This is an optimization exercise on Yosys and OpenROAD, whose aim is small area, not a production implementation. In this exercise RTL edits were held to simulation tests only and were not proved equivalent to the original.

## flow/design.v (module list and top-level ports; edited modules follow where they fit)
// module operand_select: 44 lines
// module int_alu: 101 lines
// module branch_resolve: 70 lines
// module ex_mac: 2161 lines
// module ex_fa: 10 lines
// module ex_ha: 9 lines
// module completion_buffer: 71 lines
// module ex_control: 49 lines
// module ex_stage: 127 lines
module ex_stage (
	input  logic                clock,
	input  logic                rst_n,
	input  logic                issue_valid,
	input  logic [209:0]        issue_pkt,
	output logic                issue_credit,
	output logic                complete_valid,
	output logic [37:0]         complete,
	input  logic                bus_credit,
	output logic                branch_valid,
	output logic [39:0]         branch
);
  // ...
==> flow/flow/run.sh <==
#!/bin/bash
# The standard layout, with plain buffers (not delay cells) on the ports.
set -euo pipefail
export BUFFER_PORTS_ARGS="-buffer_cell sky130_fd_sc_hd__buf_2"
bash standard.sh > standard.log 2>&1
==> flow/standard.sh <==
#!/bin/bash
# synth_recipe.tcl (not shown) runs the flow's synth.tcl, then flattens the netlist and writes it again
# the make line also repeats each setting of config.mk as NAME=value (left out here)
make -C /OpenROAD-flow-scripts/flow DESIGN_CONFIG=/design/flow/config.mk WORK_HOME=/design/flow/orfs CLKGATE_MAP_FILE= SYNTH_SCRIPT=/design/flow/synth_recipe.tcl "${@:-finish}"
==> flow/config.mk <==
export PLATFORM = sky130hd
export DESIGN_NAME = ex_stage
export DESIGN_NICKNAME = ex_stage
export VERILOG_FILES = /design/flow/design.v
export SDC_FILE = /design/flow/constraint.sdc
export NUM_CORES = 4
export LEC_CHECK = 0
export ABC_AREA = 1
export CAP_MARGIN = 20
export CORE_MARGIN = 2
export CORE_UTILIZATION = 50
export SLEW_MARGIN = 20
export SYNTH_HIERARCHICAL = 1
==> flow/constraint.sdc <==
create_clock -name core_clock -period 10.0 [get_ports {clock}]
set_input_delay 2.0000 -clock core_clock [delete_from_list [all_inputs] [get_ports {clock}]]
set_output_delay 2.0000 -clock core_clock [all_outputs]
set_load 0.01 [all_outputs]
==> summary.md, run 1 <==
| Metric | Value |
|---|---|
| Tightest Pin Transition | approximately 1.1 ns |
| Share of the synthesized area in the top cell type | 0.1945 |
| Fin nets | roughly 7700 |
| Residual DRC | 0 |
| Buffers outside the clock class | approximately 800 |
| Sequential share of cell area | 0.2116 |
| Tcrit/Tclk final | 0.9645 |
| Clock buffer depth | 3 |
| Most common cell after layout, fill and taps aside | nand2_1 |
| Status | complete, no violations |
| Die H | 322.3 um |
| Final setup fails | 0 |
| Post-Layout Cell Count | 8126 |
| CTS H-tree lvls | 2 |
| Top Registers | u_completion_buffer.mem (304), branch_q (40), predicted_target_q (32) |
| Vias per std cell | 5.720 |
| Hold_sp | u_ex_control.mul_s[0]$_DFF_P_ |
| Inverters, non-clock | between 600 and 700 |
| DP Cell Count | a little over 8000 |
| YS warnings | 14 |
| Met3 routed WL | ~15000 um |
| Met3 Usage GRT | 0.04326 |
| CP max-delay cell | fa_1 |
| Die Width | 322.3 um |
| Post-synth top cells | nand2_1, inv_1, xor2_1, o22ai_1, fa_1 |
| Largest family of logic cells by synthesized area | adder cells |
| Area leader, netlist | edfxtp_1 |
| Multiplexer area fraction after synthesis | 0 |
==> run 2: changes to the inputs <==
==> flow/flow/run.sh (replaced) <==
#!/bin/bash
# The standard layout, with plain buffers (not delay cells) on the ports.
set -euo pipefail
export BUFFER_PORTS_ARGS="-buffer_cell sky130_fd_sc_hd__buf_1"
bash standard.sh > standard.log 2>&1
--- a/flow/config.mk
+++ b/flow/config.mk
@@ -8,6 +8,7 @@
 export ABC_AREA = 1
 export CAP_MARGIN = 20
 export CORE_MARGIN = 2
-export CORE_UTILIZATION = 50
+export CORE_UTILIZATION = 55
+export CTS_BUF_LIST = sky130_fd_sc_hd__clkbuf_8
 export SLEW_MARGIN = 20
 export SYNTH_HIERARCHICAL = 1
==> run 2 against run 1 <==
  * Design area decreased by 2.0%
  * Via count grew 0.40%
  * Clock-buffer cell count up 16
  * Cell count decreased by 2.2%
  * Global-route usage increased by 2.9 points
  * Sequential share of layout area is 0.44 points higher
  * Die area down 9.0%
  * Critical path type unchanged
  * Largest cell class unchanged
==> summary.md, run 2 <==
| Metric | Value |
|---|---|
| HP Class | reg -> reg (unchanged) |
| Vias per std cell | 5.869 (was 5.720) |
| Largest net degree at the start of global routing | 97 (was 94) |
| Fin nets | 7630 (was 7650) |
| Total GRT Usage | 0.4050 (was 0.3764) |
| DP HPWL | 149900 um (was 152800 um) |
| IO Pins | 295 (unchanged) |
| Reg clk slew, reported paths | 0.08 ns (was 0.07 ns) |
| Fmax | 102.7 MHz (was 103.7 MHz) |
| Core area | 91520 um^2 (was 100300 um^2) |
| Router iterations before antenna repair | 6 (unchanged) |
| Root buffer cell | clkbuf_8 (was clkbuf_16) |
| Vias in the first global route | 44270 (about the same) |
| Post-Layout Cell Count | 7951 (was 8126) |
| Slew Viols, Final | 0 (unchanged) |
| Synth top area cells | edfxtp_1, fa_1, nand2_1 (unchanged) |
| Top Registers | u_completion_buffer.mem (304), branch_q (40), predicted_target_q (32) (unchanged) |
| Crit Path Class | in -> reg (unchanged) |
| Critical path peak fanout | 22 (was 10) |
| CTS tree | built (unchanged) |
| Fin worst setup slack | 0.2666 ns (was 0.3549 ns) |
| First-pass GRT wire length | 283000 um (was 288400 um) |
| Routed WL | 193400 um (was 197000 um) |
| Detailed router's first-iteration violation count | 5466 (was 5034) |
| Largest register FFs | 304 (unchanged) |
| Library cells used by synthesis | 52 (unchanged) |
| WHS | 0.3265 ns (was 0.3301 ns) |
| Clk sinks | 437 (unchanged) |
| Synthesized area | 50650 um^2 (unchanged) |
| Fin crit period | 9.733 ns (was 9.645 ns) |
| Worst endpoint required time | 10.41 ns (was 10.30 ns) |
| Top routing layer used | met5 (was met4) |
| Most common cell after layout, fill and taps aside | nand2_1 (unchanged) |
| Share of layout cells above drive strength 1 | 0.1028 (was 0.1490) |
| Final setup fails | 0 (unchanged) |
| Total number of vias | 46670 (was 46480) |
| Unrepaired setup endpoints after global routing | false (unchanged) |
| Initial Utilization | 0.5534 (was 0.5050) |
| DP Cell Count | 7835 (was 8046) |
| Overflow after GRT | 0 (unchanged) |
| Placer Congestion | 1.067 (was 1.033) |
| Skew final | 0.02331 ns (was 0.01388 ns) |
| Final Hold Viols | 0 (unchanged) |
| Syn Inst Count | 6370 (unchanged) |
| Clock buffer depth | 3 (unchanged) |
| Avg WL per Cell | 24.32 um (was 24.24 um) |
| Routed Antenna Nets | 0 (unchanged) |
| Tcrit/Tclk final | 0.9733 (was 0.9645) |
| WP data arrival | 10.15 ns (was 9.94 ns) |
| Clk Latency, worst-skew pair | 0.62 ns (was 0.55 ns) |
| CTS H-tree lvls | 2 (unchanged) |
| YS warnings | 14 (unchanged) |
| FFs w/ async S/R, synth | 0.05492 (unchanged) |
| Status | complete, no violations (unchanged) |
| Die Width | 307.5 um (was 322.3 um) |
| Slew margin rel. | 0.2648 (was 0.2512) |
| Flops & latches, synth | 437 (unchanged) |
| Most common cell in the synthesized netlist | nand2_1 (unchanged) |
| Dpl ws | -0.1759 ns (was -0.2283 ns) |
| TritonCTS buffer count | 55 (was 38) |
| Met1 Wirelength | 74190 um (was 78290 um) |
| Antenna violations before repair | 4 (was 3) |
| Post-placement cell area | 55000 um^2 (was 56030 um^2) |
| Share of the synthesized area in the top cell type | 0.1945 (unchanged) |
| Residual DRC | 0 (unchanged) |
| Post-route cell area | 56260 um^2 (was 57430 um^2) |
| Worst path max stage delay | 0.57 ns (was 0.62 ns) |
| CP max-delay cell | inv_1 (was fa_1) |
| Met3 routed WL | 17040 um (was 15440 um) |
| CP startpoint kind | primary input (unchanged) |
| Area leader, netlist | edfxtp_1 (unchanged) |
| DR WL met2 | 86650 um (was 88400 um) |
| Sequential area share after synthesis | 0.2400 (unchanged) |
| Die H | 307.5 um (was 322.3 um) |
| Std-Cell Rows | 111 (was 116) |
| Most common cell on crit path | nand2_1 |
| Most frequent cells in the layout | nand2_1, inv_1, xor2_1 (unchanged) |
| Crit. End Element | register (unchanged) |
| Hold buffers post-CTS | 0 (unchanged) |
| Post-synth top flop | edfxtp_1 (unchanged) |
| Largest register by flop count | u_completion_buffer.mem (unchanged) |
| Post-synth top cells | nand2_1, inv_1, xor2_1, o22ai_1, fa_1 (unchanged) |
| Number of synthesized flops with an enable pin | 328 (unchanged) |
| IO Port Bufs | 287 (unchanged) |
| Syn_area_per_cell | 7.951 um^2 (unchanged) |
| Area Overhead vs Synth | 11.09% (was 13.40%) |
| DIE AREA | 94530 um^2 (was 103900 um^2) |
| Maximum Capacitance Violations | 0 (unchanged) |
| Tightest Pin Transition | 1.103 ns (was 1.116 ns) |
-- run 2: cell count changes in the layout (fill, tap and decap cells not counted), sizes merged --
cell      before  now
inv          625  641
diode          5    4
buf          797  760
clkbuf        46   62
clkinvlp       4    6
-- run 2: path summary, 6_finish.rpt --
| check | from | endpoint | depth (start not counted) | slack [ns] |
|---|---|---|---|---|
| worst max-delay path | issue_pkt[41] | u_completion_buffer.mem[4][6]$_DFFE_PP_ | 33 | 0.27 |
| worst min-delay path | u_ex_control.mul_s[0]$_DFF_P_ | u_ex_control.mul_s[3]$_DFF_P_ | 0 | 0.33 |
| worst max register to register | u_completion_buffer.rd_ptr[0]$_DFFE_PN0P_ | u_completion_buffer.busy[4]$_DFFE_PN0P_ | 10 | 6.52 |
| worst min register to register | u_ex_control.mul_s[0]$_DFF_P_ | u_ex_control.mul_s[3]$_DFF_P_ | 0 | 0.33 |
| max in group asynchronous | rst_n | u_ex_control.bus_cnt[1]$_DFF_PN1_ | 2 | 8.34 |
| min in group asynchronous | rst_n | branch_valid$_DFF_PN0_ | 2 | 1.35 |
-- run 2: routing by layer --
| metal | GRT usage | vias up |
|---|---|---|
| met5 | 0 | - |
| met4 | 0.2686 | 4 |
| met3 | 0.05382 | 569 |
| met2 | 0.6390 | 2503 |
| met1 | 0.5238 | 22290 |
| li1 | - | 21300 |
-- run 2: metrics by stage --
step	TNS (ns)	util
after CTS	0	0.6136
final	0	0.6147
after global routing	0	0.6147
after detailed placement	-15.61	0.6010
after floorplan	0	-
after global placement	-8.691	0.6007
-- run 2: cell families (layout without fill, tap and decap cells) --
| family | Yosys count | count (layout) | share of synthesized area |
|---|---|---|---|
| compound gates | 851 | 851 | 0.1018 |
| xor+xnor | 583 | 583 | 0.1008 |
| fa+ha+maj | 702 | 702 | 0.2450 |
| other cells | 1 | 20 | 0.00007404 |
| buf+inv | 1116 | 1492 | 0.09573 |
| flops | 437 | 437 | 0.2400 |
| simple gates | 2680 | 2680 | 0.2167 |
-- run 2: Yosys stat by module (local to each module, per instance) --
module             flops+latches  copies in the design
ex_control                    19                     1
ex_stage                      74                     1
int_alu                        0                     1
ex_fa                          0                   482
branch_resolve                 0                     1
ex_mac                         0                     1
ex_ha                          0                   111
operand_select                 0                     1
completion_buffer            344                     1
-- run 2: worst max-delay path, delay by kind of cell --
family | cells | cell delay [ns]
XOR/XNOR | 1 | 0.24
AND/OR/NAND/NOR | 13 | 1.81
buffers and inverters | 9 | 2.18
AO/OA/AOI/OAI | 4 | 0.98
adder cells (fa/ha/maj) | 6 | 2.86
-- run 2: cell type report --
| type | count | area, um^2 |
|---|---|---|
| diodes | 4 | 10.01 |
| clock buffers | 62 | 853.3 |
| clock inverters | 42 | 305.3 |
| fillers | 8416 | 35260 |
| inverters | 628 | 2365 |
| multi-input cells | 4832 | 33960 |
| flip-flops and latches | 437 | 12150 |
| well taps | 1186 | 1484 |
| repair buffers | 760 | 5131 |
-- run 2: timing repair --
item                                    4_1_cts  5_1_grt
gates resized for setup                       0        4
setup buffers                                 0        7
endpoints found under the setup margin        0       60
==> run 3: changes to the inputs <==
==> flow/flow/run.sh (replaced) <==
#!/bin/bash
# The standard layout, with plain buffers (not delay cells) on the ports,
# and non-critical gates downsized after global routing.
set -euo pipefail
export BUFFER_PORTS_ARGS="-buffer_cell sky130_fd_sc_hd__buf_1"
export RECOVER_POWER=100
bash standard.sh > standard.log 2>&1
==> run 3 against run 2 <==
  * The layout now fails its checks (max-capacitance violations, max-slew violations)
  * Global-route usage did not move
  * Core utilization fell by 0.37 points
  * Clock-buffer cell count did not move
  * Flip-flop and latch count did not move
  * Cell count barely moved
  * First-iteration DRC count fell by 0.55%
==> summary.md, run 3 <==
| Metric | Value |
|---|---|
| Clock buffer depth | 3 (unchanged) |
| Clk sinks | 437 (unchanged) |
| Reg clk slew, reported paths | 0.08 ns (about the same) |
| Hold_sp | u_ex_control.mul_s[0]$_DFF_P_ (unchanged) |
| Antenna violations before repair | 4 (unchanged) |
| Sequential area share after synthesis | 0.2400 (unchanged) |
| Critical path peak fanout | 22 (unchanged) |
| Tcrit/Tclk final | 0.9844 (was 0.9733) |
| Status | complete, but fails checks (was complete, no violations) |
| Reg2reg start | u_completion_buffer.rd_ptr[0]$_DFFE_PN0P_ (unchanged) |
| Skew final | 0.02143 ns (was 0.02331 ns) |
| Std-Cell Rows | 111 (unchanged) |
| Hold buffers post-CTS | 0 (unchanged) |
| IO Pins | 295 (unchanged) |
| WP data arrival | 10.17 ns (was 10.15 ns) |
| Router iterations before antenna repair | 6 (unchanged) |
| Reg2reg end | u_completion_buffer.busy[2]$_DFFE_PN0P_ (was u_completion_buffer.busy[4]$_DFFE_PN0P_) |
| Final setup fails | 0 (unchanged) |
| Placer Congestion | 1.067 (unchanged) |
| Synth top area cells | edfxtp_1, fa_1, nand2_1 (unchanged) |
| Maximum Capacitance Violations | 11 (was 0) |
| CP max-delay cell | fa_1 (was inv_1) |
| Area leader, netlist | edfxtp_1 (unchanged) |
| Die Width | 307.5 um (unchanged) |
| Post-synth top cells | nand2_1, inv_1, xor2_1, o22ai_1, fa_1 (unchanged) |
| Most common cell after layout, fill and taps aside | nand2_1 (unchanged) |
| CP startpoint kind | primary input (unchanged) |
| Worst R2R Setup Slack | 3.85 ns (was 6.52 ns) |
| DP HPWL | 149900 um (unchanged) |
| Fmax | 101.6 MHz (was 102.7 MHz) |
| Synthesized area | 50650 um^2 (unchanged) |
| Crit Path Class | in -> reg (unchanged) |
| Filler instances | 8459 (was 8416) |
| Core area | 91520 um^2 (unchanged) |
| Vias per std cell | 5.881 (was 5.869) |
| R2r worst-path depth | 11 (was 10) |
| First-pass GRT wire length | 283000 um (unchanged) |
| Final Hold Viols | 0 (unchanged) |
| Detailed router's first-iteration violation count | 5436 (was 5466) |
| Top Registers | u_completion_buffer.mem (304), branch_q (40), predicted_target_q (32) (unchanged) |
| DIE AREA | 94530 um^2 (unchanged) |
| Routed Antenna Nets | 0 (unchanged) |
| Slew Viols, Final | 564 (was 0) |
| Routed WL | 193600 um (was 193400 um) |
| Overflow after GRT | 0 (unchanged) |
| IO Port Bufs | 287 (unchanged) |
| Total number of vias | 46750 (was 46670) |
| Total GRT Usage | 0.4050 (unchanged) |
| Share of layout cells above drive strength 1 | 0.09644 (was 0.1028) |
| Share of the synthesized area in the top cell type | 0.1945 (unchanged) |
| Hold Path End | u_ex_control.mul_s[3]$_DFF_P_ (unchanged) |
| Post-synth top flop | edfxtp_1 (unchanged) |
| Die H | 307.5 um (unchanged) |
| Library cells used by synthesis | 52 (unchanged) |
| Unrepaired setup endpoints after global routing | false (unchanged) |
| Syn Inst Count | 6370 (unchanged) |
| CTS H-tree lvls | 2 (unchanged) |
| Initial Utilization | 0.5534 (unchanged) |
| Hold path depth | 0 (unchanged) |
| CTS tree | built (unchanged) |
| Avg WL per Cell | 24.36 um (was 24.32 um) |
| Largest register FFs | 304 (unchanged) |
| TritonCTS buffer count | 55 (unchanged) |
| Worst endpoint required time | 10.32 ns (was 10.41 ns) |
| Most common cell on crit path | nand2_1 (unchanged) |
| Tightest Pin Transition | 3.827 ns (was 1.103 ns) |
| Slew margin rel. | -1.552 (was 0.2648) |
| HP Class | reg -> reg (unchanged) |
| Worst path max stage delay | 0.61 ns (was 0.57 ns) |
| FFs w/ async S/R, synth | 0.05492 (unchanged) |
| WHS | 0.3254 ns (was 0.3265 ns) |
| SO Faults | max-capacitance violations, max-slew violations |
| Vias in the first global route | 44270 (unchanged) |
| Fin crit period | 9.844 ns (was 9.733 ns) |
| Residual DRC | 0 (unchanged) |
| Root buffer cell | clkbuf_8 (unchanged) |
| Largest register by flop count | u_completion_buffer.mem (unchanged) |
| Syn_area_per_cell | 7.951 um^2 (unchanged) |
| Fin nets | 7630 (unchanged) |
| Most common cell in the synthesized netlist | nand2_1 (unchanged) |
| YS warnings | 14 (unchanged) |
| Most frequent cells in the layout | nand2_1, inv_1, xor2_1 (unchanged) |
| Area Overhead vs Synth | 10.41% (was 11.09%) |
| Clk Latency, worst-skew pair | 0.63 ns (was 0.62 ns) |
| Worst Setup SP | issue_pkt[41] (unchanged) |
| Flops & latches, synth | 437 (unchanged) |
| Number of synthesized flops with an enable pin | 328 (unchanged) |
| Crit. End Element | register (unchanged) |
| Largest net degree at the start of global routing | 97 (unchanged) |
## run 3: cell counts after synthesis
No cell type changed its count.
## run 3: kinds of logic after synthesis
family / after synthesis / synth area share
xor+xnor: 583 / 0.1008
other cells: 1 / 0.00007404
flops: 437 / 0.2400
compound gates: 851 / 0.1018
simple gates: 2680 / 0.2167
fa+ha+maj: 702 / 0.2450
buf+inv: 1116 / 0.09573
## run 3: Yosys stat by module (local to each module, per instance)
module | copies in the design | cells | flops+latches
ex_ha | 111 | 1 | 0
ex_mac | 1 | 2144 | 0
operand_select | 1 | 341 | 0
ex_stage | 1 | 607 | 74
ex_fa | 482 | 1 | 0
ex_control | 1 | 52 | 19
int_alu | 1 | 751 | 0
branch_resolve | 1 | 411 | 0
completion_buffer | 1 | 1471 | 344
## run 3: critical path, delay by kind of cell
kind	cells	cell delay [ns]
adder cells (fa/ha/maj)	6	2.89
AO/OA/AOI/OAI	3	0.67
XOR/XNOR	1	0.40
buffers and inverters	9	2.26
AND/OR/NAND/NOR	15	1.94
## run 3: final cells by class
class / instances / area, um^2 / area share
well taps: 1186 / 1484 / 0.02654
diodes: 1 / 2.502 / 0.00004475
flip-flops and latches: 437 / 12150 / 0.2173
clock buffers: 62 / 853.3 / 0.01526
repair buffers: 760 / 4856 / 0.08684
multi-input cells: 4832 / 33900 / 0.6063
clock inverters: 42 / 305.3 / 0.005459
inverters: 628 / 2365 / 0.04229
## run 3: repair_timing
action                     4_1_cts  5_1_grt
gates resized for setup          0        4
buffers inserted                 0        7
setup endpoints to repair        0       60
## run 3: routing by layer
metal  up-vias  global-route usage  wire [um]
met5         -                   0         36
met4         6              0.2686      15620
met3       576             0.05382      17400
met2      2596              0.6390      86570
met1     22270              0.5238      73970
li1      21300                   -          -
## run 3: worst max path at each step
stage	end	slack, ns	cells past startpoint
2_1_floorplan	u_completion_buffer.mem[0][0]$_DFFE_PP_	0.85	36
3_3_place_gp	u_completion_buffer.mem[7][6]$_DFFE_PP_	-0.13	33
3_5_place_dp	u_completion_buffer.mem[6][6]$_DFFE_PP_	-0.18	33
4_1_cts	u_completion_buffer.mem[7][6]$_DFFE_PP_	0.48	33
5_1_grt	u_completion_buffer.mem[6][13]$_DFFE_PP_	0.01	34
6_report	u_completion_buffer.mem[7][25]$_DFFE_PP_	0.16	34
## run 3: through the flow
step / setup WS, ns / instance area [um^2] / setup TNS [ns] / std cells / utilization
final: 0.1558 / 55920 / 0 / 7948 / 0.6110
after global routing: 0.01481 / 55920 / 0 / 7948 / 0.6110
after CTS: 0.4814 / 56160 / 0 / 7939 / 0.6136
after detailed placement: -0.1759 / 55000 / -15.61 / 7835 / 0.6010
after global placement: -0.1311 / 54970 / -8.691 / 7834 / 0.6007
after floorplan: 0.8478 / 50700 / 0 / 6385 / -
==> module completion_buffer, before the edit <==
module completion_buffer (
	input  logic            clock,
	input  logic            rst_n,
	input  logic            wr,
	input  ex_pkg::result_t wr_data,
	output logic [2:0]      wr_slot,
	input  logic            wr_a,
	input  logic [2:0]      slot_a,
	input  logic            wr_b,
	input  logic [2:0]      slot_b,
	input  logic            pop,
	output logic            head_valid,
	output ex_pkg::result_t head
);
	logic [ex_pkg::TAG_W+ex_pkg::XLEN-1:0] mem [ex_pkg::BUF_DEPTH];
	logic [ex_pkg::BUF_DEPTH-1:0] busy;
	logic [2:0]                   order [ex_pkg::BUF_DEPTH];
	logic [3:0]                   wr_ptr;
	logic [3:0]                   rd_ptr;
	logic [2:0]                   wr_ptr_b;
	logic [2:0]                   head_slot;
	always_comb begin
		wr_slot = '0;
		for (int i = ex_pkg::BUF_DEPTH - 1; i >= 0; i--) begin
			if (!busy[i]) begin
				wr_slot = 3'(i);
			end
		end
	end
	always_ff @(posedge clock) begin
		if (wr) begin
			mem[wr_slot] <= wr_data;
		end
	end
	always_ff @(posedge clock or negedge rst_n) begin
		if (!rst_n) begin
			busy <= '0;
		end else begin
			for (int i = 0; i < ex_pkg::BUF_DEPTH; i++) begin
				if (wr && wr_slot == 3'(i)) begin
					busy[i] <= 1'b1;
				end else if (pop && head_slot == 3'(i)) begin
					busy[i] <= 1'b0;
				end
			end
		end
	end
	assign wr_ptr_b = wr_ptr[2:0] + {2'b0, wr_a};
	always_ff @(posedge clock) begin
		if (wr_a) begin
			order[wr_ptr[2:0]] <= slot_a;
		end
		if (wr_b) begin
			order[wr_ptr_b] <= slot_b;
		end
	end
	always_ff @(posedge clock or negedge rst_n) begin
		if (!rst_n) begin
			wr_ptr <= '0;
			rd_ptr <= '0;
		end else begin
			wr_ptr <= wr_ptr + {3'b0, wr_a} + {3'b0, wr_b};
			if (pop) begin
				rd_ptr <= rd_ptr + 1'b1;
			end
		end
	end
	assign head_slot  = order[rd_ptr[2:0]];
	assign head_valid = wr_ptr != rd_ptr;
	assign head       = mem[head_slot];
endmodule
==> run 4: changes to the inputs <==
--- a/flow/design.v
+++ b/flow/design.v
@@ -2587,9 +2587,44 @@
 			end
 		end
 	end
-	assign head_slot  = order[rd_ptr[2:0]];
+	logic [ex_pkg::BUF_DEPTH-1:0] rd_sel;
+	logic [ex_pkg::BUF_DEPTH-1:0] head_sel;
+	always_comb begin
+		for (int i = 0; i < ex_pkg::BUF_DEPTH; i++) begin
+			rd_sel[i]   = rd_ptr[2:0] == 3'(i);
+			head_sel[i] = head_slot == 3'(i);
+		end
+	end
+	for (genvar b = 0; b < 3; b++) begin : g_order_rd
+		logic [ex_pkg::BUF_DEPTH-1:0] col;
+		for (genvar i = 0; i < ex_pkg::BUF_DEPTH; i++) begin : g_col
+			assign col[i] = order[i][b];
+		end
+		ex_rd8 u_rd (
+			.d (col),
+			.s (rd_sel),
+			.y (head_slot[b])
+		);
+	end
+	for (genvar b = 0; b < ex_pkg::TAG_W + ex_pkg::XLEN; b++) begin : g_head_rd
+		logic [ex_pkg::BUF_DEPTH-1:0] col;
+		for (genvar i = 0; i < ex_pkg::BUF_DEPTH; i++) begin : g_col
+			assign col[i] = mem[i][b];
+		end
+		ex_rd8 u_rd (
+			.d (col),
+			.s (head_sel),
+			.y (head[b])
+		);
+	end
 	assign head_valid = wr_ptr != rd_ptr;
-	assign head       = mem[head_slot];
+endmodule
+module ex_rd8 (
+	input  logic [7:0] d,
+	input  logic [7:0] s,
+	output logic       y
+);
+	assign y = |(d & s);
 endmodule
 module ex_control (
 	input  logic       clock,
==> flow/flow/run.sh (replaced) <==
#!/bin/bash
# The standard layout, with plain buffers (not delay cells) on the ports.
set -euo pipefail
export BUFFER_PORTS_ARGS="-buffer_cell sky130_fd_sc_hd__buf_1"
bash standard.sh > standard.log 2>&1
--- a/flow/config.mk
+++ b/flow/config.mk
@@ -10,5 +10,7 @@
 export CORE_MARGIN = 2
 export CORE_UTILIZATION = 55
 export CTS_BUF_LIST = sky130_fd_sc_hd__clkbuf_8
+export CTS_CLUSTER_DIAMETER = 45
+export CTS_CLUSTER_SIZE = 18
 export SLEW_MARGIN = 20
 export SYNTH_HIERARCHICAL = 1
==> run 4 against run 3 <==
  * The run now finishes clean
  * Non-clock buffer count down 30
  * Wire length down 1.4%
  * Critical path depth up 7
  * Worst setup slack better by 0.18 ns
  * First-iteration DRC count down 4.8%
  * Global-route usage up 0.67 points
  * Core utilization up 0.72 points
  * Highest routed layer unchanged
==> summary.md, run 4 <==
| Metric | Value |
|---|---|
| Crit. End Element | register (unchanged) |
| Routed WL | 190800 um (was 193600 um) |
| Number of synthesized flops with an enable pin | 328 (unchanged) |
| Antenna violations before repair | 5 (was 4) |
| Overflow after GRT | 0 (unchanged) |
| Tcrit/Tclk final | 0.9666 (was 0.9844) |
| Filler instances | 8062 (was 8459) |
| Post-route cell area | 54710 um^2 (was 55920 um^2) |
| Slew Viols, Final | 0 (was 564) |
| Syn_area_per_cell | 8.105 um^2 (was 7.951 um^2) |
| Most common cell on crit path | nand2_1 (unchanged) |
| Vias per std cell | 5.912 (was 5.881) |
| Final setup fails | 0 (unchanged) |
| Largest register by flop count | u_completion_buffer.mem (unchanged) |
| Post-synth top cells | nand2_1, inv_1, xor2_1, o22ai_1, fa_1 (unchanged) |
| Area Overhead vs Synth | 11.24% (was 10.41%) |
| Total GRT Usage | 0.4117 (was 0.4050) |
| IO Pins | 295 (unchanged) |
| Detailed router's first-iteration violation count | 5175 (was 5436) |
| Top Registers | u_completion_buffer.mem (304), branch_q (40), predicted_target_q (32) (unchanged) |
| Crit Path Class | in -> reg (unchanged) |
| Largest net degree at the start of global routing | 103 (was 97) |
| Placer Congestion | 1.058 (was 1.067) |
| Hold buffers post-CTS | 0 (unchanged) |
| Synthesized area | 49190 um^2 (was 50650 um^2) |
| IO Port Bufs | 287 (unchanged) |
| Share of the synthesized area in the top cell type | 0.2002 (was 0.1945) |
| Most frequent cells in the layout | nand2_1, inv_1, xor2_1 (unchanged) |
| Tightest Pin Transition | 1.102 ns (was 3.827 ns) |
| Die Width | 303.1 um (was 307.5 um) |
| Library cells used by synthesis | 52 (unchanged) |
| Routed Antenna Nets | 0 (unchanged) |
| FFs w/ async S/R, synth | 0.05492 (unchanged) |
| Sequential area share after synthesis | 0.2471 (was 0.2400) |
| Initial Utilization | 0.5557 (was 0.5534) |
| Clock buffer depth | 3 (unchanged) |
| Fin nets | 7355 (was 7630) |
| Post-placement cell area | 53940 um^2 (was 55000 um^2) |
| Critical path peak fanout | 13 (was 22) |
| Router iterations before antenna repair | 7 (was 6) |
| DP HPWL | 147900 um (was 149900 um) |
| HP Class | reg -> reg (unchanged) |
| Post-synth top flop | edfxtp_1 (unchanged) |
| Worst path max stage delay | 0.59 ns (was 0.61 ns) |
| Crit-path leading delay family | adder cells (unchanged) |
| Register Area | 12150 um^2 (unchanged) |
| Syn Inst Count | 6069 (was 6370) |
| Clk Latency, worst-skew pair | 0.62 ns (was 0.63 ns) |
| Area taken by multi-input logic gates | 32990 um^2 (was 33900 um^2) |
| Slew margin rel. | 0.2651 (was -1.552) |
| First-pass GRT wire length | 276600 um (was 283000 um) |
| WHS | 0.3391 ns (was 0.3254 ns) |
| Fin crit period | 9.666 ns (was 9.844 ns) |
| CP bufs+invs | 11 (was 9) |
| CP max-delay cell | fa_1 (unchanged) |
| CTS tree | built (unchanged) |
| Skew final | 0.02008 ns (was 0.02143 ns) |
| Std-Cell Rows | 109 (was 111) |
| Fmax | 103.5 MHz (was 101.6 MHz) |
| Root buffer cell | clkbuf_8 (unchanged) |
| Clk sinks | 437 (unchanged) |
| Vias in the first global route | 42790 (was 44270) |
| Most common cell in the synthesized netlist | nand2_1 (unchanged) |
| CP startpoint kind | primary input (unchanged) |
| Total number of vias | 45070 (was 46750) |
| CTS H-tree lvls | 1 (was 2) |
| Flops & latches, synth | 437 (unchanged) |
| Area leader, netlist | edfxtp_1 (unchanged) |
| TritonCTS buffer count | 30 (was 55) |
| WP data arrival | 10.03 ns (was 10.17 ns) |
| Reg clk slew, reported paths | 0.11 ns (was 0.08 ns) |
| Die H | 303.1 um (was 307.5 um) |
| Synth top area cells | edfxtp_1, fa_1, nand2_1 (unchanged) |
| Final Hold Viols | 0 (unchanged) |
| Avg WL per Cell | 25.03 um (was 24.36 um) |
| Maximum Capacitance Violations | 0 (was 11) |
| Share of layout cells above drive strength 1 | 0.09803 (was 0.09644) |
| Unrepaired setup endpoints after global routing | false (unchanged) |
| Core area | 88510 um^2 (was 91520 um^2) |
| Largest register FFs | 304 (unchanged) |
| Worst endpoint required time | 10.37 ns (was 10.32 ns) |
| Most common cell after layout, fill and taps aside | nand2_1 (unchanged) |
| Residual DRC | 0 (unchanged) |
| YS warnings | 14 (unchanged) |
| DIE AREA | 91840 um^2 (was 94530 um^2) |
| Status | complete, no violations (was complete, but fails checks) |
run 4: cell count changes in the layout (fill, tap and decap cells not counted), sizes merged, moves of 20 or more:
cell    change
nand2     -135
buf        +25
clkinv     -20
nand3     -156
nor2       +65
clkbuf     -85
run 4: final timing paths:
check | startpoint | end | slack [ns] | cells past startpoint
setup / recovery | issue_pkt[36] | u_completion_buffer.mem[2][0]$_DFFE_PP_ | 0.33 | 41
hold / removal | u_ex_control.mul_s[1]$_DFF_P_ | u_ex_control.mul_s[4]$_DFF_P_ | 0.34 | 0
setup reg to reg | u_completion_buffer.rd_ptr[0]$_DFFE_PN0P_ | u_completion_buffer.busy[7]$_DFFE_PN0P_ | 7.39 | 14
hold reg to reg | u_ex_control.mul_s[1]$_DFF_P_ | u_ex_control.mul_s[4]$_DFF_P_ | 0.34 | 0
max in group asynchronous | rst_n | u_ex_control.bus_cnt[1]$_DFF_PN1_ | 8.35 | 2
min in group asynchronous | rst_n | branch_valid$_DFF_PN0_ | 1.34 | 2
run 4: metal layers:
layer  routed length (um)  GRT usage
met1                72520     0.5236
met2                83370     0.6398
met3                18720    0.07189
met4                16150     0.2881
met5                   41          0
run 4: cell type report:
class | instances | share of cell area
sequential | 437 | 0.2221
tap | 1165 | 0.02664
inverter | 625 | 0.04322
clock inverter | 24 | 0.003179
timing repair buffer | 730 | 0.09406
clock buffer | 31 | 0.007798
antenna | 1 | 0.00004574
multi-input combinational | 4610 | 0.6029
run 4: worst reg2reg max path: stages, from the launching register on:
cell	delay, ns
dfrtp_1	0.48
inv_1	0.12
ha_1	0.23
inv_1	0.06
nor2_1	0.16
nand2_1	0.07
nand2_1	0.07
nor2_1	0.04
nand2_1	0.19
inv_1	0.16
nor3_2	0.19
buf_4	0.50
nand2_1	0.11
nand2_1	0.08
o21ai_1	0.05
run 4: per-stage QoR:
stage          setup slack, ns  setup TNS [ns]    util  cells
2_1_floorplan           0.8478               0       -   6084
4_1_cts                 0.4699               0  0.6162   7612
6_report                0.3338               0  0.6182   7623
3_3_place_gp           -0.1457          -2.924  0.6094   7557
5_1_grt               0.003640               0  0.6182   7623
3_5_place_dp           -0.1837          -9.540  0.6094   7557
run 4: kinds of logic after synthesis:
logic type,Yosys count,share of synthesized area
AO/OA/AOI/OAI,842,0.1040
flip-flops,437,0.2471
AND/OR/NAND/NOR,2463,0.2029
buffers and inverters,1037,0.08862
adder cells (fa/ha/maj),707,0.2536
other,1,0.00007624
XOR/XNOR,582,0.1038
run 4: timing repair:
item / in CTS / in global routing
buffers inserted: 0 / 9
gates resized for setup: 0 / 8
setup endpoints to repair: 0 / 25
run 4: per-module statistics from Yosys (local to each module, per instance), excerpt:
module | flip-flops and latches | copies in the design | cells inside
ex_ha | 0 | 111 | 1
int_alu | 0 | 1 | 751
ex_fa | 0 | 482 | 1
ex_stage | 74 | 1 | 607
ex_control | 19 | 1 | 52
operand_select | 0 | 1 | 341
completion_buffer | 344 | 1 | 555
ex_rd8 | 0 | 41 | 15
ex_mac | 0 | 1 | 2144
==> run 5: changes to the inputs <==
--- a/flow/config.mk
+++ b/flow/config.mk
@@ -10,7 +10,5 @@
 export CORE_MARGIN = 2
 export CORE_UTILIZATION = 55
 export CTS_BUF_LIST = sky130_fd_sc_hd__clkbuf_8
-export CTS_CLUSTER_DIAMETER = 45
-export CTS_CLUSTER_SIZE = 18
 export SLEW_MARGIN = 20
 export SYNTH_HIERARCHICAL = 1
==> run 5 against run 4 <==
  * Clock-buffer cell count grew 32
  * Wire length grew 0.30%
  * Critical path depth shrank 2
  * Core utilization grew 0.62 points
  * Maximum frequency is essentially flat
  * Critical path type unchanged
  * Highest routed layer unchanged
  * Flip-flop and latch count is the same
  * Synthesized area is the same
  * Clock skew grew 0.0046 ns
==> summary.md, run 5 <==
| Metric | Value |
|---|---|
| Post-synth top flop | edfxtp_1 (unchanged) |
| Tcrit/Tclk final | 0.9666 (about the same) |
| Sequential area share after synthesis | 0.2471 (unchanged) |
| First-pass GRT wire length | 277200 um (was 276600 um) |
| Hold buffers post-CTS | 0 (unchanged) |
| Top Registers | u_completion_buffer.mem (304), branch_q (40), predicted_target_q (32) (unchanged) |
| Flops & latches, synth | 437 (unchanged) |
| CP startpoint kind | primary input (unchanged) |
| Final setup fails | 0 (unchanged) |
| Worst endpoint required time | 10.35 ns (was 10.37 ns) |
| Clock buffer depth | 3 (unchanged) |
| TritonCTS buffer count | 54 (was 30) |
| DP Cell Count | 7557 (unchanged) |
| Routed WL | 191400 um (was 190800 um) |
| Fmax | 103.5 MHz (about the same) |
| CTS H-tree lvls | 2 (was 1) |
| YS warnings | 14 (unchanged) |
| Reg clk slew, reported paths | 0.07 ns (was 0.11 ns) |
| Largest register FFs | 304 (unchanged) |
| Residual DRC | 0 (unchanged) |
| Detailed router's first-iteration violation count | 5102 (was 5175) |
| FFs w/ async S/R, synth | 0.05492 (unchanged) |
| Synthesized area | 49190 um^2 (unchanged) |
| Most common cell after layout, fill and taps aside | nand2_1 (unchanged) |
| Slew Viols, Final | 0 (unchanged) |
| Clk Latency, worst-skew pair | 0.62 ns (about the same) |
| Fin nets | 7380 (was 7355) |
| Slew margin rel. | 0.2572 (was 0.2651) |
| Routed Antenna Nets | 0 (unchanged) |
| IO Pins | 295 (unchanged) |
| WP data arrival | 10.02 ns (was 10.03 ns) |
| Fin crit period | 9.666 ns (about the same) |
| Largest register by flop count | u_completion_buffer.mem (unchanged) |
| Status | complete, no violations (unchanged) |
| Overflow after GRT | 0 (unchanged) |
| Register Area | 12150 um^2 (unchanged) |
| Tightest Pin Transition | 1.114 ns (was 1.102 ns) |
| Reg2reg start | u_completion_buffer.rd_ptr[0]$_DFFE_PN0P_ (unchanged) |
| DIE AREA | 91840 um^2 (unchanged) |
| Root buffer cell | clkbuf_8 (unchanged) |
| Unrepaired setup endpoints after global routing | false (unchanged) |
| Crit. End Element | register (unchanged) |
| Initial Utilization | 0.5557 (unchanged) |
| R2r worst-path depth | 14 (unchanged) |
| Share of layout cells above drive strength 1 | 0.1038 (was 0.09803) |
| Hold path depth | 0 (unchanged) |
| Area Overhead vs Synth | 12.36% (was 11.24%) |
| Most frequent cells in the layout | nand2_1, inv_1, xor2_1 (unchanged) |
| Skew final | 0.02471 ns (was 0.02008 ns) |
| Die H | 303.1 um (unchanged) |
| Maximum Capacitance Violations | 0 (unchanged) |
| Worst Setup EP | u_completion_buffer.mem[4][0]$_DFFE_PP_ (was u_completion_buffer.mem[2][0]$_DFFE_PP_) |
| Synth top area cells | edfxtp_1, fa_1, nand2_1 (unchanged) |
| Critical path peak fanout | 8 (was 13) |
| Post-synth top cells | nand2_1, inv_1, xor2_1, o22ai_1, fa_1 (unchanged) |
| Worst R2R Setup Slack | 7.39 ns (about the same) |
| Vias in the first global route | 43000 (was 42790) |
| Library cells used by synthesis | 52 (unchanged) |
| Most common cell in the synthesized netlist | nand2_1 (unchanged) |
| Avg WL per Cell | 24.96 um (was 25.03 um) |
| Placer Congestion | 1.058 (unchanged) |
| Vias per std cell | 5.890 (was 5.912) |
| CTS tree | built (unchanged) |
| Core area | 88510 um^2 (unchanged) |
| HP Class | reg -> reg (unchanged) |
| Post-Layout Cell Count | 7668 (was 7623) |
| DP HPWL | 147900 um (unchanged) |
| Syn Inst Count | 6069 (unchanged) |
| Total GRT Usage | 0.4129 (was 0.4117) |
| Worst path max stage delay | 0.56 ns (was 0.59 ns) |
| Total number of vias | 45170 (was 45070) |
| IO Port Bufs | 287 (unchanged) |
| Router iterations before antenna repair | 6 (was 7) |
| Worst Setup SP | issue_pkt[36] (unchanged) |
| Die Width | 303.1 um (unchanged) |
| Area leader, netlist | edfxtp_1 (unchanged) |
| Number of synthesized flops with an enable pin | 328 (unchanged) |
| Std-Cell Rows | 109 (unchanged) |
| CP max-delay cell | fa_1 (unchanged) |
| Most common cell on crit path | nand2_1 (unchanged) |
| Largest net degree at the start of global routing | 103 (unchanged) |
| Syn_area_per_cell | 8.105 um^2 (unchanged) |
| Antenna violations before repair | 5 (unchanged) |
| Clk sinks | 437 (unchanged) |
| Crit Path Class | in -> reg (unchanged) |
| Area taken by multi-input logic gates | 32990 um^2 (unchanged) |
| Filler instances | 8002 (was 8062) |
| Final Hold Viols | 0 (unchanged) |
| Reg2reg end | u_completion_buffer.busy[3]$_DFFE_PN0P_ (was u_completion_buffer.busy[7]$_DFFE_PN0P_) |
| Share of the synthesized area in the top cell type | 0.2002 (unchanged) |
==> run 5: cell counts after synthesis <==
Identical to the previous run, type by type.
==> run 5: final cells by class <==
cell class / instances / area share
diodes: 1 / 0.00004528
clock buffers: 63 / 0.01569
clock inverters: 36 / 0.004935
inverters: 625 / 0.04286
multi-input cells: 4610 / 0.5969
flip-flops and latches: 437 / 0.2199
well taps: 1165 / 0.02637
repair buffers: 731 / 0.09330
==> run 5: worst min-delay path by stage <==
stage | start | end | slack [ns]
6_report | u_ex_control.mul_s[1]$_DFF_P_ | u_ex_control.mul_s[4]$_DFF_P_ | 0.33
5_1_grt | u_ex_control.mul_s[0]$_DFF_P_ | u_ex_control.mul_s[3]$_DFF_P_ | 0.35
4_1_cts | u_ex_control.mul_s[2]$_DFF_P_ | u_ex_control.mul_s[5]$_DFF_P_ | 0.33
3_5_place_dp | u_ex_control.mul_s[2]$_DFF_P_ | u_ex_control.mul_s[5]$_DFF_P_ | 0.31
3_3_place_gp | u_ex_control.mul_s[3]$_DFF_P_ | u_ex_control.mul_s[6]$_DFF_P_ | 0.31
2_1_floorplan | u_ex_control.mul_s[0]$_DFF_P_ | u_ex_control.mul_s[3]$_DFF_P_ | 0.31
==> run 5: modules after synthesis (local to each module, per instance) <==
module             flip-flops and latches  cells inside
ex_control                             19            52
ex_stage                               74           607
branch_resolve                          0           411
completion_buffer                     344           555
ex_fa                                   0             1
ex_rd8                                  0            15
ex_mac                                  0          2144
ex_ha                                   0             1
operand_select                          0           341
int_alu                                 0           751
==> run 5: cell families after synthesis <==
kind of cell	share of synthesized area
buffers and inverters	0.08862
and+or+nand+nor	0.2029
other	0.00007624
xor gates and xnor gates	0.1038
AOI/OAI and AO/OA	0.1040
adders and majority gates	0.2536
DFF	0.2471
==> run 5: through the flow <==
step | setup WS [ns] | setup TNS [ns] | utilization | instance area [um^2] | hold WS (ns)
4_1_cts | 0.4463 | 0 | 0.6223 | 55080 | 0.3294
3_5_place_dp | -0.1837 | -9.540 | 0.6094 | 53940 | 0.3132
6_report | 0.3340 | 0 | 0.6244 | 55270 | 0.3283
3_3_place_gp | -0.1457 | -2.924 | 0.6094 | 53940 | 0.3107
2_1_floorplan | 0.8478 | 0 | - | 49240 | 0.3096
5_1_grt | 0.004505 | 0 | 0.6244 | 55270 | 0.3458
==> run 5: what timing repair did <==
action,CTS,global route
setup endpoints to repair,0,72
resized for setup,0,10
buffers inserted,0,10
==> run 5: routing by layer <==
metal,wire (um),global-route usage,part of all wire
met5,41,0,0.00021
met4,16200,0.2917,0.085
met3,18800,0.07433,0.098
met2,83810,0.6412,0.44
met1,72530,0.5232,0.38
==> run 5: critical path, delay by kind of cell <==
family / cells / cell delay [ns]
AOI/OAI and AO/OA: 4 / 0.63
xor gates and xnor gates: 2 / 0.42
adders and majority gates: 8 / 3.36
buffers and inverters: 8 / 1.42
and+or+nand+nor: 17 / 2.16
==> run 6: changes to the inputs <==
--- a/flow/config.mk
+++ b/flow/config.mk
@@ -10,5 +10,8 @@
 export CORE_MARGIN = 2
 export CORE_UTILIZATION = 55
 export CTS_BUF_LIST = sky130_fd_sc_hd__clkbuf_8
+export CTS_CLUSTER_DIAMETER = 45
+export CTS_CLUSTER_SIZE = 18
+export GPL_ROUTABILITY_DRIVEN = 0
 export SLEW_MARGIN = 20
 export SYNTH_HIERARCHICAL = 1
==> run 6 against run 5 <==
  * Worst setup slack lost 0.016 ns
  * Die area is the same
  * Design area shrank 2.5%
  * Synthesized cell count is the same
  * Clock skew grew 0.011 ns
  * Critical endpoint is now u_completion_buffer.mem[1][0]$_DFFE_PP_
==> summary.md, run 6 <==
| Metric | Value |
|---|---|
| IO Port Bufs | 287 (unchanged) |
| Crit. End Element | register (unchanged) |
| Syn Inst Count | 6069 (unchanged) |
| CP max-delay cell | fa_1 (unchanged) |
| Initial Utilization | 0.5557 (unchanged) |
| Hold buffers post-CTS | 0 (unchanged) |
| Largest net degree at the start of global routing | 104 (was 103) |
| Worst R2R Setup Slack | 7.36 ns (was 7.39 ns) |
| Critical path peak fanout | 19 (was 8) |
| Router iterations before antenna repair | 6 (unchanged) |
| Core area | 88510 um^2 (unchanged) |
| Die Width | 303.1 um (unchanged) |
| Area Overhead vs Synth | 9.521% (was 12.36%) |
| Std-Cell Rows | 109 (unchanged) |
| Tightest Pin Transition | 1.177 ns (was 1.114 ns) |
| Worst path max stage delay | 0.57 ns (was 0.56 ns) |
| Area leader, netlist | edfxtp_1 (unchanged) |
| Post-placement cell area | 53020 um^2 (was 53940 um^2) |
| Root buffer cell | clkbuf_8 (unchanged) |
| Flops & latches, synth | 437 (unchanged) |
| Most common cell on crit path | nand2_1 (unchanged) |
| IO Pins | 295 (unchanged) |
| Clk Latency, worst-skew pair | 0.63 ns (was 0.62 ns) |
| Met3 routed WL | 17440 um (was 18800 um) |
| Worst endpoint required time | 10.37 ns (was 10.35 ns) |
| Routed Antenna Nets | 0 (unchanged) |
| Antenna violations before repair | 3 (was 5) |
| Clk sinks | 437 (unchanged) |
| Most common cell after layout, fill and taps aside | nand2_1 (unchanged) |
| Synth top area cells | edfxtp_1, fa_1, nand2_1 (unchanged) |
| Slew Viols, Final | 0 (unchanged) |
| YS warnings | 14 (unchanged) |
| WHS | 0.3225 ns (was 0.3283 ns) |
| DP HPWL | 143100 um (was 147900 um) |
| Avg WL per Cell | 24.95 um (was 24.96 um) |
| Maximum Capacitance Violations | 0 (unchanged) |
| CP Depth | 40 (was 39) |
| Library cells used by synthesis | 52 (unchanged) |
| Total GRT Usage | 0.4030 (was 0.4129) |
| DR WL met2 | 82620 um (was 83810 um) |
| Tcrit/Tclk final | 0.9682 (was 0.9666) |
| TritonCTS buffer count | 29 (was 54) |
| Fin worst setup slack | 0.3181 ns (was 0.3340 ns) |
| CTS H-tree lvls | 1 (was 2) |
| CTS tree | built (unchanged) |
| Final Core Density | 0.6086 (was 0.6244) |
| Clock buffer depth | 3 (unchanged) |
| Crit Path Class | in -> reg (unchanged) |
| Residual DRC | 0 (unchanged) |
| Fin nets | 7228 (was 7380) |
| Detailed router's first-iteration violation count | 5109 (was 5102) |
| Share of the synthesized area in the top cell type | 0.2002 (unchanged) |
| Fin crit period | 9.682 ns (was 9.666 ns) |
| Post-synth top cells | nand2_1, inv_1, xor2_1, o22ai_1, fa_1 (unchanged) |
| WP data arrival | 10.06 ns (was 10.02 ns) |
| FFs w/ async S/R, synth | 0.05492 (unchanged) |
| Crit-path leading delay family | adder cells (unchanged) |
| CP bufs+invs | 10 (was 8) |
| Status | complete, no violations (unchanged) |
| Sequential area share after synthesis | 0.2471 (unchanged) |
| Routed WL | 187000 um (was 191400 um) |
| Final setup fails | 0 (unchanged) |
| Total number of vias | 44330 (was 45170) |
| Share of layout cells above drive strength 1 | 0.08171 (was 0.1038) |
| Final Hold Viols | 0 (unchanged) |
| Worst Setup SP | issue_pkt[36] (unchanged) |
| Top routing layer used | met4 (was met5) |
| First-pass GRT wire length | 271300 um (was 277200 um) |
| Skew final | 0.03574 ns (was 0.02471 ns) |
| Vias per std cell | 5.914 (was 5.890) |
| Most frequent cells in the layout | nand2_1, inv_1, xor2_1 (unchanged) |
| Largest register FFs | 304 (unchanged) |
| Vias in the first global route | 41450 (was 43000) |
| Largest register by flop count | u_completion_buffer.mem (unchanged) |
| DIE AREA | 91840 um^2 (unchanged) |
| Reg clk slew, reported paths | 0.12 ns (was 0.07 ns) |
| Worst Setup EP | u_completion_buffer.mem[1][0]$_DFFE_PP_ (was u_completion_buffer.mem[4][0]$_DFFE_PP_) |
| Most common cell in the synthesized netlist | nand2_1 (unchanged) |
| Post-synth top flop | edfxtp_1 (unchanged) |
| Met1 Wirelength | 70680 um (was 72530 um) |
| Fmax | 103.3 MHz (was 103.5 MHz) |
| Syn_area_per_cell | 8.105 um^2 (unchanged) |
| Post-route cell area | 53870 um^2 (was 55270 um^2) |
| Dpl ws | -0.2297 ns (was -0.1837 ns) |
| Slew margin rel. | 0.2100 (was 0.2572) |
| Top Registers | u_completion_buffer.mem (304), branch_q (40), predicted_target_q (32) (unchanged) |
| R2r worst-path depth | 14 (unchanged) |
| HP Class | reg -> reg (unchanged) |
| Die H | 303.1 um (unchanged) |
| Reg2reg end | u_completion_buffer.busy[6]$_DFFE_PN0P_ (was u_completion_buffer.busy[3]$_DFFE_PN0P_) |
| Overflow after GRT | 0 (unchanged) |
| CP startpoint kind | primary input (unchanged) |
| Synthesized area | 49190 um^2 (unchanged) |
| Number of synthesized flops with an enable pin | 328 (unchanged) |
| Reg2reg start | u_completion_buffer.rd_ptr[0]$_DFFE_PN0P_ (unchanged) |
## run 6: cell types whose count changed in the layout (fill, tap and decap cells not counted), moves of 2 or more
cell / delta
diode_2: +3
buf_4: -134
buf_12: +4
nand3_2: +4
clkinv_1: -7
nand2_2: +4
nand3_1: -4
nand2_1: -4
clkinv_2: -4
buf_6: +2
inv_8: -2
clkbuf_8: -32
## run 6: logic make-up after synthesis
family,synth area share
simple gates,0.2029
other cells,0.00007624
compound gates,0.1040
fa+ha+maj,0.2536
flops,0.2471
xor+xnor,0.1038
buf+inv,0.08862
## run 6: worst min-delay path by stage
stage	start	to	slack (ns)	depth (start not counted)
floorplan	u_ex_control.mul_s[0]$_DFF_P_	u_ex_control.mul_s[3]$_DFF_P_	0.31	0
global placement	u_ex_control.mul_s[3]$_DFF_P_	u_ex_control.mul_s[6]$_DFF_P_	0.31	0
detailed placement	u_ex_control.mul_s[4]$_DFF_P_	u_ex_control.mul_s[7]$_DFF_P_	0.31	0
CTS	u_ex_control.mul_s[4]$_DFF_P_	u_ex_control.mul_s[7]$_DFF_P_	0.33	0
global route	u_ex_control.mul_s[3]$_DFF_P_	u_ex_control.mul_s[6]$_DFF_P_	0.34	0
finish	u_ex_control.mul_s[4]$_DFF_P_	u_ex_control.mul_s[7]$_DFF_P_	0.32	0
## run 6: layer usage
layer	global-route usage	vias up
met5	0	-
met4	0.2856	0
met3	0.06710	610
met2	0.6285	2615
met1	0.5116	21050
li1	-	20060
## run 6: through the flow
| stage | TNS, ns | cells |
|---|---|---|
| finish | 0 | 7496 |
| global route | -0.06396 | 7493 |
| CTS | 0 | 7478 |
| detailed placement | -15.52 | 7427 |
| global placement | -6.329 | 7427 |
| floorplan | 0 | 6084 |
## run 6: area by class of cell
cell class	count	area [um^2]
antenna	4	10.01
tap	1165	1458
timing repair buffer	604	4258
sequential	437	12150
multi-input combinational	4610	33040
clock buffer	31	426.7
inverter	625	2367
fill	8213	34640
clock inverter	20	161.4
## run 6: per-module statistics from Yosys, one instance, submodules excluded
module	area (um^2)	cells
ex_mac	12730	2144
completion_buffer	11300	555
int_alu	3876	751
ex_stage	3796	607
branch_resolve	2210	411
operand_select	1356	341
ex_control	575.6	52
ex_rd8	56.30	15
ex_fa	20.02	1
ex_ha	12.51	1
## run 6: what timing repair did
item	CTS	global route
resized for setup	0	21
endpoints found under the setup margin	0	176
setup buffers	0	13

## static timing again, ports no longer ideal
No port has a modelled driver above. Below, the same layouts with a new extraction and two added sets of constraints.
Step 1 (the two cells are an assumption about what drives the block):
set clk [get_ports {clock}]
set_driving_cell -lib_cell sky130_fd_sc_hd__clkbuf_16 $clk
set_driving_cell -lib_cell sky130_fd_sc_hd__buf_2 [delete_from_list [all_inputs] $clk]
Step 2, shift: input delay + t, output delay - t, t = (earliest + latest rising clock arrival at the registers) / 2. This alone moves slack from input paths to output paths.
Slacks: ideal ports / drivers / drivers and shift; pairs: ideal ports / drivers.
run	shift t [ns]	setup slack, ns	worst data-port slew with drivers (ns)
run 1	0.597	0.355 / 0.359 / -0.238	0.11
run 2	0.662	0.267 / 0.289 / -0.373	0.14
run 3	0.665	0.156 / 0.176 / -0.489	0.12
run 4	0.664	0.334 / 0.330 / -0.334	0.11
run 5	0.649	0.334 / 0.311 / -0.338	0.11
run 6	0.664	0.318 / 0.343 / -0.321	0.11
For run 5, which loses most, drivers alone change the setup slack by -0.023 ns; drivers and shift together by -0.672 ns.
